Background: an optimization exercise with open tools, aiming at small area, a short achievable clock period and few clock cycles per item. Do not read the settings as production practice.
The RTL was checked by simulation tests, not by an equivalence proof against the original design.

==> onyx: inputs <==
==> flow/design.v (excerpt) <==
module gravity_orientation_classifier_top
#(
  parameter int unsigned FifoDepth = 17
) (
  input  logic               clk_i,
  input  logic               rst_ni,
  input  logic               psel,
  input  logic               penable,
  input  logic               pwrite,
  input  logic        [2:0]  paddr,
  input  logic        [31:0] pwdata,
  output logic        [31:0] prdata,
  output logic               pready,
  input  logic               in_valid_i,
  output logic               in_ready_o,
  input  logic signed [15:0] gravity_x_i,
  input  logic signed [15:0] gravity_y_i,
  input  logic signed [15:0] gravity_z_i,
  input  logic        [31:0] time_ms_i,
  input  logic               is_gravity_type_i,
  output logic               out_valid_o,
  input  logic               out_ready_i,
  output logic        [2:0]  orientation_o,
  output logic signed [9:0]  angle_deg_o,
  output logic               is_flat_o
);
==> flow/config.mk <==
export PLATFORM = sky130hd
export DESIGN_NAME = gravity_orientation_classifier_top
export DESIGN_NICKNAME = gravity_orientation_classifier_top
export VERILOG_FILES = /design/flow/design.v
export SDC_FILE = /design/flow/constraint.sdc
export NUM_CORES = 4
export LEC_CHECK = 0
export CAP_MARGIN = 20
export CORE_MARGIN = 2
export CORE_UTILIZATION = 40
export SETUP_SLACK_MARGIN = 5
export SLEW_MARGIN = 20
==> flow/constraint.sdc <==
create_clock -name core_clock -period 10.0 [get_ports {clk_i}]
set_input_delay 2.0000 -clock core_clock [delete_from_list [all_inputs] [get_ports {clk_i}]]
set_output_delay 2.0000 -clock core_clock [all_outputs]
set_load 0.01 [all_outputs]
run.sh (not shown) runs the stock make flow with config.mk's settings and CLKGATE_MAP_FILE= SYNTH_SCRIPT=/design/flow/synth_recipe.tcl, a recipe that flattens the netlist after the stock synthesis.
==> inputs of nickel, as changes to onyx <==
==> flow/flow/run.sh (new file) <==
#!/bin/bash
set -euo pipefail
export SETUP_SLACK_MARGIN=6.5
bash standard.sh > standard.log 2>&1
==> flow/standard.sh (new file) <==
#!/bin/bash
# synth_recipe.tcl (not shown) runs the flow's synth.tcl, then flattens the netlist and writes it again
# the make line also repeats each setting of config.mk as NAME=value (left out here)
make -C /OpenROAD-flow-scripts/flow DESIGN_CONFIG=/design/flow/config.mk WORK_HOME=/design/flow/orfs CLKGATE_MAP_FILE= SYNTH_SCRIPT=/design/flow/synth_recipe.tcl "${@:-finish}"
--- a/flow/config.mk
+++ b/flow/config.mk
@@ -6,7 +6,6 @@
 export NUM_CORES = 4
 export LEC_CHECK = 0
 export CAP_MARGIN = 20
 export CORE_MARGIN = 2
 export CORE_UTILIZATION = 40
-export SETUP_SLACK_MARGIN = 5
 export SLEW_MARGIN = 20
removed: flow/run.sh
==> inputs of ember, as changes to onyx <==
--- a/flow/design.v
+++ b/flow/design.v
@@ -1518,24 +1518,24 @@
   assign c_248 = (c_181 & c_116) | (c_181 & c_180) | (c_116 & c_180);
   assign c_249 = c_183 ^ c_118 ^ c_182;
   assign c_250 = (c_183 & c_118) | (c_183 & c_182) | (c_118 & c_182);
   assign c_251 = c_g3_34 ^ c_184;
   assign c_252 = c_g3_34 & c_184;
-  logic [36:0] cmp_s, cmp_c, cmp;
-  assign cmp_s = {1'b1, c_252, c_251, c_249, c_247, c_245, c_243, c_241, c_239, c_237, c_235, c_233, c_231, c_229, c_227, c_225, c_223, c_221, c_219, c_217, c_215, c_213, c_211, c_209, c_207, c_205, c_203, c_201, c_199, c_197, c_195, c_193, c_191, c_189, c_187, c_185, v_q[0]};
-  assign cmp_c = {1'b0, 1'b0, c_250, c_248, c_246, c_244, c_242, c_240, c_238, c_236, c_234, c_232, c_230, c_228, c_226, c_224, c_222, c_220, c_218, c_216, c_214, c_212, c_210, c_208, c_206, c_204, c_202, c_200, c_198, c_196, c_194, c_192, c_190, c_188, c_186, 1'b1, c_g0_0};
-  assign cmp = cmp_s + cmp_c;
+  logic [36:0] cmp_s_q, cmp_c_q, cmp;
   logic flat_q;
+  assign cmp = cmp_s_q + cmp_c_q;
   always_ff @(posedge clk_i) begin
-    flat_q <= !cmp[36];
+    cmp_s_q <= {1'b1, c_252, c_251, c_249, c_247, c_245, c_243, c_241, c_239, c_237, c_235, c_233, c_231, c_229, c_227, c_225, c_223, c_221, c_219, c_217, c_215, c_213, c_211, c_209, c_207, c_205, c_203, c_201, c_199, c_197, c_195, c_193, c_191, c_189, c_187, c_185, v_q[0]};
+    cmp_c_q <= {1'b0, 1'b0, c_250, c_248, c_246, c_244, c_242, c_240, c_238, c_236, c_234, c_232, c_230, c_228, c_226, c_224, c_222, c_220, c_218, c_216, c_214, c_212, c_210, c_208, c_206, c_204, c_202, c_200, c_198, c_196, c_194, c_192, c_190, c_188, c_186, 1'b1, c_g0_0};
+    flat_q  <= !cmp[36];
   end
   assign flat_o = flat_q;
 endmodule
 import goc_pkg::*;
 module gravity_orientation_classifier_top
 #(
-  parameter int unsigned FifoDepth = 17
+  parameter int unsigned FifoDepth = 16
 ) (
   input  logic               clk_i,
   input  logic               rst_ni,
   input  logic               psel,
   input  logic               penable,
@@ -1555,24 +1555,24 @@
   input  logic               out_ready_i,
   output logic        [2:0]  orientation_o,
   output logic signed [9:0]  angle_deg_o,
   output logic               is_flat_o
 );
-  localparam int unsigned NCell = 14;    
+  localparam int unsigned NCell = 13;    
   localparam int unsigned CW = 5;        
-  localparam int unsigned FlatStage = 3;
+  localparam int unsigned FlatStage = 4;
   function automatic logic signed [25:0] atan_sum0(input logic [4:0] s);
     atan_sum0 = (s[4] ? (s[3] ? (s[2] ? (s[1] ? (s[0] ? -26'sd6155706 : -26'sd12053946) : (s[0] ? -26'sd9637640 : -26'sd15535880)) : (s[1] ? (s[0] ? -26'sd7995464 : -26'sd13893704) : (s[0] ? -26'sd11477398 : -26'sd17375638))) : (s[2] ? (s[1] ? (s[0] ? -26'sd7089596 : -26'sd12987836) : (s[0] ? -26'sd10571530 : -26'sd16469770)) : (s[1] ? (s[0] ? -26'sd8929354 : -26'sd14827594) : (s[0] ? -26'sd12411288 : -26'sd18309528)))) : (s[3] ? (s[2] ? (s[1] ? (s[0] ? 26'sd5640774 : -26'sd257466) : (s[0] ? 26'sd2158840 : -26'sd3739400)) : (s[1] ? (s[0] ? 26'sd3801016 : -26'sd2097224) : (s[0] ? 26'sd319082 : -26'sd5579158))) : (s[2] ? (s[1] ? (s[0] ? 26'sd4706884 : -26'sd1191356) : (s[0] ? 26'sd1224950 : -26'sd4673290)) : (s[1] ? (s[0] ? 26'sd2867126 : -26'sd3031114) : (s[0] ? -26'sd614808 : -26'sd6513048)))));
   endfunction
   function automatic logic signed [25:0] atan_sum1(input logic [3:0] s);
     atan_sum1 = (s[3] ? (s[2] ? (s[1] ? (s[0] ? 26'sd879368 : 26'sd410610) : (s[0] ? 26'sd644760 : 26'sd176002)) : (s[1] ? (s[0] ? 26'sd762036 : 26'sd293278) : (s[0] ? 26'sd527428 : 26'sd58670))) : (s[2] ? (s[1] ? (s[0] ? 26'sd820698 : 26'sd351940) : (s[0] ? 26'sd586090 : 26'sd117332)) : (s[1] ? (s[0] ? 26'sd703366 : 26'sd234608) : (s[0] ? 26'sd468758 : 26'sd0))));
   endfunction
   function automatic logic signed [25:0] atan_sum2(input logic [3:0] s);
     atan_sum2 = (s[3] ? (s[2] ? (s[1] ? (s[0] ? 26'sd55004 : 26'sd25668) : (s[0] ? 26'sd40336 : 26'sd11000)) : (s[1] ? (s[0] ? 26'sd47670 : 26'sd18334) : (s[0] ? 26'sd33002 : 26'sd3666))) : (s[2] ? (s[1] ? (s[0] ? 26'sd51338 : 26'sd22002) : (s[0] ? 26'sd36670 : 26'sd7334)) : (s[1] ? (s[0] ? 26'sd44004 : 26'sd14668) : (s[0] ? 26'sd29336 : 26'sd0))));
   endfunction
-  function automatic logic signed [25:0] atan_sum3(input logic [3:0] s);
-    atan_sum3 = (s[3] ? (s[2] ? (s[1] ? (s[0] ? 26'sd3438 : 26'sd1604) : (s[0] ? 26'sd2522 : 26'sd688)) : (s[1] ? (s[0] ? 26'sd2980 : 26'sd1146) : (s[0] ? 26'sd2064 : 26'sd230))) : (s[2] ? (s[1] ? (s[0] ? 26'sd3208 : 26'sd1374) : (s[0] ? 26'sd2292 : 26'sd458)) : (s[1] ? (s[0] ? 26'sd2750 : 26'sd916) : (s[0] ? 26'sd1834 : 26'sd0))));
+  function automatic logic signed [25:0] atan_sum3(input logic [2:0] s);
+    atan_sum3 = (s[2] ? (s[1] ? (s[0] ? 26'sd3208 : 26'sd1374) : (s[0] ? 26'sd2292 : 26'sd458)) : (s[1] ? (s[0] ? 26'sd2750 : 26'sd916) : (s[0] ? 26'sd1834 : 26'sd0)));
   endfunction
   function automatic logic [2:0] orient_of(input logic [9:0] angle);
     logic [8:0] d;
     d = angle[8:0];
     if (angle[9]) orient_of = ORIENT_INVALID;
@@ -1600,31 +1600,32 @@
     end
   end
   logic        in_rdy_q, in_acc, v0_q;
   logic [15:0] xs0_q, ys0_q, zs0_q;
   logic [31:0] t0_q;
+  logic [32:0] tm0_q;    
   logic        g0_q;
   assign in_ready_o = in_rdy_q;
   assign in_acc = in_valid_i && in_rdy_q;
   always_ff @(posedge clk_i) begin
     xs0_q <= {gravity_x_i[15], gravity_x_i[14:0] ^ {15{gravity_x_i[15]}}};
     ys0_q <= {gravity_y_i[15], gravity_y_i[14:0] ^ {15{gravity_y_i[15]}}};
     zs0_q <= {gravity_z_i[15], gravity_z_i[14:0] ^ {15{gravity_z_i[15]}}};
     t0_q  <= time_ms_i;
+    tm0_q <= {1'b0, time_ms_i} - {17'b0, min_q};
     g0_q  <= is_gravity_type_i;
   end
   logic               pass, take;
   logic [31:0]        last_q;
-  logic               t_wrap;
-  logic signed [33:0] t_rem;
+  logic               t_ge, tm_ge;
   logic [16:0]        ax, ay;
   logic               xpos, yzero, sig0;
   logic [16:0]        a1;
   logic signed [16:0] b1;
-  assign t_wrap = t0_q < last_q;
-  assign t_rem  = $signed({2'b0, t0_q}) - $signed({2'b0, last_q}) - $signed({18'b0, min_q});
-  assign pass   = t_wrap ? (t_rem >= -34'sd4294967296) : !t_rem[33];
+  assign t_ge   = t0_q >= last_q;
+  assign tm_ge  = tm0_q[31:0] >= last_q;
+  assign pass   = t_ge ? (!tm0_q[32] && tm_ge) : (!tm0_q[32] || tm_ge);
   assign take   = v0_q && pass && g0_q;
   always_comb begin
     ax = 17'(xs0_q[14:0]) + 17'(xs0_q[15]);
     ay = 17'(ys0_q[14:0]) + 17'(ys0_q[15]);
     xpos = !xs0_q[15] && (xs0_q[14:0] != 15'd0);
@@ -1644,16 +1645,20 @@
     a_p[0]    <= {a1, 14'b0};
     b_p[0]    <= BW'($signed({b1, 14'b0}));
     s_p[0]    <= {15'b0, sig0};
     xpos_p[0] <= xpos;
   end
+  logic [3:0] ratio_c;
+  always_ff @(posedge clk_i) begin
+    ratio_c <= ratio_q;
+  end
   goc_tilt u_tilt (
     .clk_i   (clk_i),
     .x_i     (xs0_q),
     .y_i     (ys0_q),
     .z_i     (zs0_q),
-    .ratio_i (ratio_q),
+    .ratio_i (ratio_c),
     .flat_o  (flat_t)
   );
   for (genvar k = 1; k <= NCell; k++) begin : g_cell
     goc_cordic_cell #(
       .Step (k),
@@ -1667,41 +1672,51 @@
       .a_o   (a_p[k]),
       .b_o   (b_p[k]),
       .sig_o (s_p[k])
     );
   end
-  logic zero_q;    
   always_ff @(posedge clk_i) begin
     for (int k = 1; k <= NCell; k++) begin
       xpos_p[k] <= xpos_p[k-1];
       flat_p[k] <= (k == FlatStage) ? flat_t : flat_p[k-1];
     end
-    zero_q <= (a_p[NCell-1][AW-1:14] == '0);
   end
   assign flat_p[0] = 1'b0;
-  logic [15:0]        sig_all;
-  logic signed [25:0] v_sum;
-  logic signed [9:0]  w_q;    
-  logic               zero_e, flat_e, v_e1;
-  assign sig_all = {!b_p[NCell][BW-1], s_p[NCell][14:0]};
-  assign v_sum = atan_sum0({xpos_p[NCell], sig_all[3:0]}) + atan_sum1(sig_all[7:4])
-               + atan_sum2(sig_all[11:8]) + atan_sum3(sig_all[15:12]);
+  localparam int unsigned BW14 = BWidth[14*8 +: 8];
+  logic signed [25:0]   pa_q, p1_q, v_lo, v_hi;
+  logic signed [9:0]    w_q;    
+  logic                 zero_e, flat_e, v_e1;
+  logic signed [BW14-1:0] b14, db14, b15;
+  logic                 pos14, pos15;
   always_ff @(posedge clk_i) begin
-    w_q    <= v_sum[25:16];
-    zero_e <= zero_q;
+    pa_q <= atan_sum0({xpos_p[NCell-2], s_p[NCell-2][3:0]}) + atan_sum1(s_p[NCell-2][7:4]);
+    p1_q <= pa_q + atan_sum2(s_p[NCell-1][11:8]);
+  end
+  always_comb begin
+    b14   = b_p[NCell][BW14-1:0];
+    pos14 = !b14[BW14-1];
+    db14  = BW14'(a_p[NCell] >> 14);
+    b15   = b14 + (db14 ^ {BW14{pos14}}) + BW14'(pos14);
+    pos15 = !b15[BW14-1];
+    v_lo  = p1_q + atan_sum3({pos14, s_p[NCell][13:12]});
+    v_hi  = v_lo + 26'sd230;
+  end
+  always_ff @(posedge clk_i) begin
+    w_q    <= pos15 ? v_hi[25:16] : v_lo[25:16];
+    zero_e <= (a_p[NCell][AW-1:14] == '0);    
     flat_e <= flat_p[NCell];
   end
   logic signed [10:0] d_raw, d;
-  logic [9:0]         word;    
+  logic [8:0]         word;    
   always_comb begin
     d_raw = 11'sd90 - 11'(w_q);
     d = d_raw;
     if (d_raw < 0) d = d_raw + 11'sd360;
     else if (d_raw >= 11'sd360) d = d_raw - 11'sd360;
     if (zero_e) d = 11'sd270;
-    if (flat_e) word = 10'h3FF;
-    else        word = d[9:0];
+    if (flat_e) word = 9'h1FF;
+    else        word = d[8:0];
   end
   logic [CW-1:0] cred_q, cred_b, cred_d;
   logic          drop_q, pop, push;
   logic          rdy_00, rdy_01, rdy_10, rdy_11, rdy_d;
   always_comb begin
@@ -1735,13 +1750,14 @@
       cred_q   <= cred_d;
       in_rdy_q <= rdy_d;
     end
   end
   logic [FifoDepth:0] fv_q;
-  logic [9:0]         fd_q [FifoDepth];
+  logic [8:0]         fd_q [1:FifoDepth-1];
+  logic [9:0]         hd_q;
   logic [2:0]         fo_q;
-  logic [9:0]         head_d;
+  logic [8:0]         head_w;
   logic               head_ld;
   assign push = v_e1;
   assign pop = fv_q[0] && out_ready_i;
   always_ff @(posedge clk_i or negedge rst_ni) begin
     if (!rst_ni) begin
@@ -1752,29 +1768,24 @@
         else     fv_q[j] <= fv_q[j] || (push && (j == 0 || fv_q[j-1]));
       end
       fv_q[FifoDepth] <= 1'b0;
     end
   end
-  logic [2:0] head_o;
+  function automatic logic [9:0] angle_of(input logic [8:0] w);
+    angle_of = (w == 9'h1FF) ? 10'h3FF : {1'b0, w};
+  endfunction
   always_comb begin
     head_ld = 1'b1;
-    head_d = fd_q[0];
-    head_o = fo_q;
-    if (push && (pop ? (fv_q[0] && !fv_q[1]) : !fv_q[0])) begin
-      head_d = word;
-      head_o = orient_of(word);
-    end else if (pop) begin
-      head_d = fd_q[1];
-      head_o = orient_of(fd_q[1]);
-    end else begin
-      head_ld = 1'b0;
-    end
+    head_w = word;
+    if (push && (pop ? (fv_q[0] && !fv_q[1]) : !fv_q[0])) head_w = word;
+    else if (pop) head_w = fd_q[1];
+    else head_ld = 1'b0;
   end
   always_ff @(posedge clk_i) begin
     if (head_ld) begin
-      fd_q[0] <= head_d;
-      fo_q    <= head_o;
+      hd_q <= angle_of(head_w);
+      fo_q <= orient_of(angle_of(head_w));
     end
     for (int j = 1; j < FifoDepth; j++) begin
       if (push && (pop ? (fv_q[j] && !fv_q[j+1])
                        : (!fv_q[j] && fv_q[j-1]))) begin
         fd_q[j] <= word;
@@ -1783,8 +1794,8 @@
       end
     end
   end
   assign out_valid_o   = fv_q[0];
   assign orientation_o = fo_q;
-  assign angle_deg_o   = fd_q[0];
-  assign is_flat_o     = fd_q[0][9];
+  assign angle_deg_o   = hd_q;
+  assign is_flat_o     = hd_q[9];
 endmodule
==> flow/flow/run.sh (new file) <==
#!/bin/bash
set -euo pipefail
export SETUP_SLACK_MARGIN=6.0
bash standard.sh > standard.log 2>&1
==> flow/standard.sh (new file) <==
#!/bin/bash
# synth_recipe.tcl (not shown) runs the flow's synth.tcl, then flattens the netlist and writes it again
# the make line also repeats each setting of config.mk as NAME=value (left out here)
make -C /OpenROAD-flow-scripts/flow DESIGN_CONFIG=/design/flow/config.mk WORK_HOME=/design/flow/orfs CLKGATE_MAP_FILE= SYNTH_SCRIPT=/design/flow/synth_recipe.tcl "${@:-finish}"
--- a/flow/config.mk
+++ b/flow/config.mk
@@ -6,7 +6,6 @@
 export NUM_CORES = 4
 export LEC_CHECK = 0
 export CAP_MARGIN = 20
 export CORE_MARGIN = 2
 export CORE_UTILIZATION = 40
-export SETUP_SLACK_MARGIN = 5
 export SLEW_MARGIN = 20
removed: flow/run.sh
==> results.yml <==
run_status:
  outcome: "finished clean"
logic_synthesis:
  yosysWarnings: 74
  syn_area_um2: 86400
  synth_xor_area_share_pct: 12.5
  ys_seq_area_share_pct: 34.5
sta:
  fin_ws_ps: 5190
  slew_headroom_pct: 25.2
worst_setup_path:
  reg2reg_depth: 22
  path_cells: "inv_2 > ha_4 > o211ai_1 > a21oi_2 > o41ai_4 > nand2_1 > a31oi_4 > o21bai_1 > a21oi_1 > xnor2_1 > ha_1 > a2111oi_0 > nand4b_1 > and4bb_1 > o211ai_1 > nand4b_1 > nor4_4 > o2111ai_2 > o211ai_4 > buf_12 > buf_12 > mux2_2"
drt:
  avgViaCountPerCell: 5.04
cts:
  cts.sinks: 1379
global_routing:
  grt_antenna_before_repair: 6
[end of results for onyx]
==> results.yml <==
run_status:
  outcome: "finished clean"
logic_synthesis:
  syn_area_um2: 86400
  yosysWarnings: 74
  ys_seq_area_share_pct: 34.5
drt:
  avgViaCountPerCell: 5.08
sta:
  slew_headroom_pct: 26.4
  fin_ws_ps: 5240
[end of results for nickel]
==> results.yml <==
global_routing:
  grt_antenna_before_repair: 3
drt:
  avgViaCountPerCell: 5.06
sta:
  fin_ws_ps: 6010
logic_synthesis:
  yosysWarnings: 70
  synth_xor_area_share_pct: 12.6
  ys_seq_area_share_pct: 35.2
worst_setup_path:
  path_cells: "and2_1 > fa_1 > inv_1 > fa_1 > inv_1 > fa_1 > inv_1 > fa_1 > inv_1 > fa_1 > fa_1"
run_status:
  outcome: "finished clean"
cts:
  cts.sinks: 1467
[end of results for ember]
Testbench counts of onyx, summed over its fixed seeds: cycles 2,709, items 1,797.
Testbench counts of nickel, summed over its fixed seeds: cycles 2,709, items 1,797.
Testbench counts of ember, summed over its fixed seeds: cycles 2,703, items 1,797.

==> static timing again, ports no longer ideal <==
The flow's constraints put no driver on any port. The routed layouts listed below were extracted and timed again, unchanged, in two steps.
Step 1: set_driving_cell puts a clkbuf_16 on clk_i and a buf_2 on each other input, an assumption about the parent block.
Step 2 times the ports against the registers' clock, not the clock port: input delays grow and output delays shrink by t, the midpoint of the rising clock arrivals with the driver on.
Slacks: no drivers / after step 1 / after step 2; pairs: no drivers / after step 1.
| run | t, ns | setup slack, ns | worst setup path after step 2 | worst register clock-pin slew, ns | worst data-port slew with drivers (ns) |
|---|---|---|---|---|---|
| onyx | 0.873 | 5.193 / 5.193 / 5.193 | register to register | 0.07 / 0.07 | 0.07 |
| nickel | 0.867 | 5.245 / 5.245 / 5.245 | register to register | 0.07 / 0.07 | 0.07 |
| ember | 0.889 | 6.013 / 6.013 / 5.240 | input to register | 0.07 / 0.07 | 0.10 |
After both steps every run listed still meets setup and hold. The setup slack of ember, which loses most, moves by 0.000 ns with the drivers and by -0.773 ns with both steps.
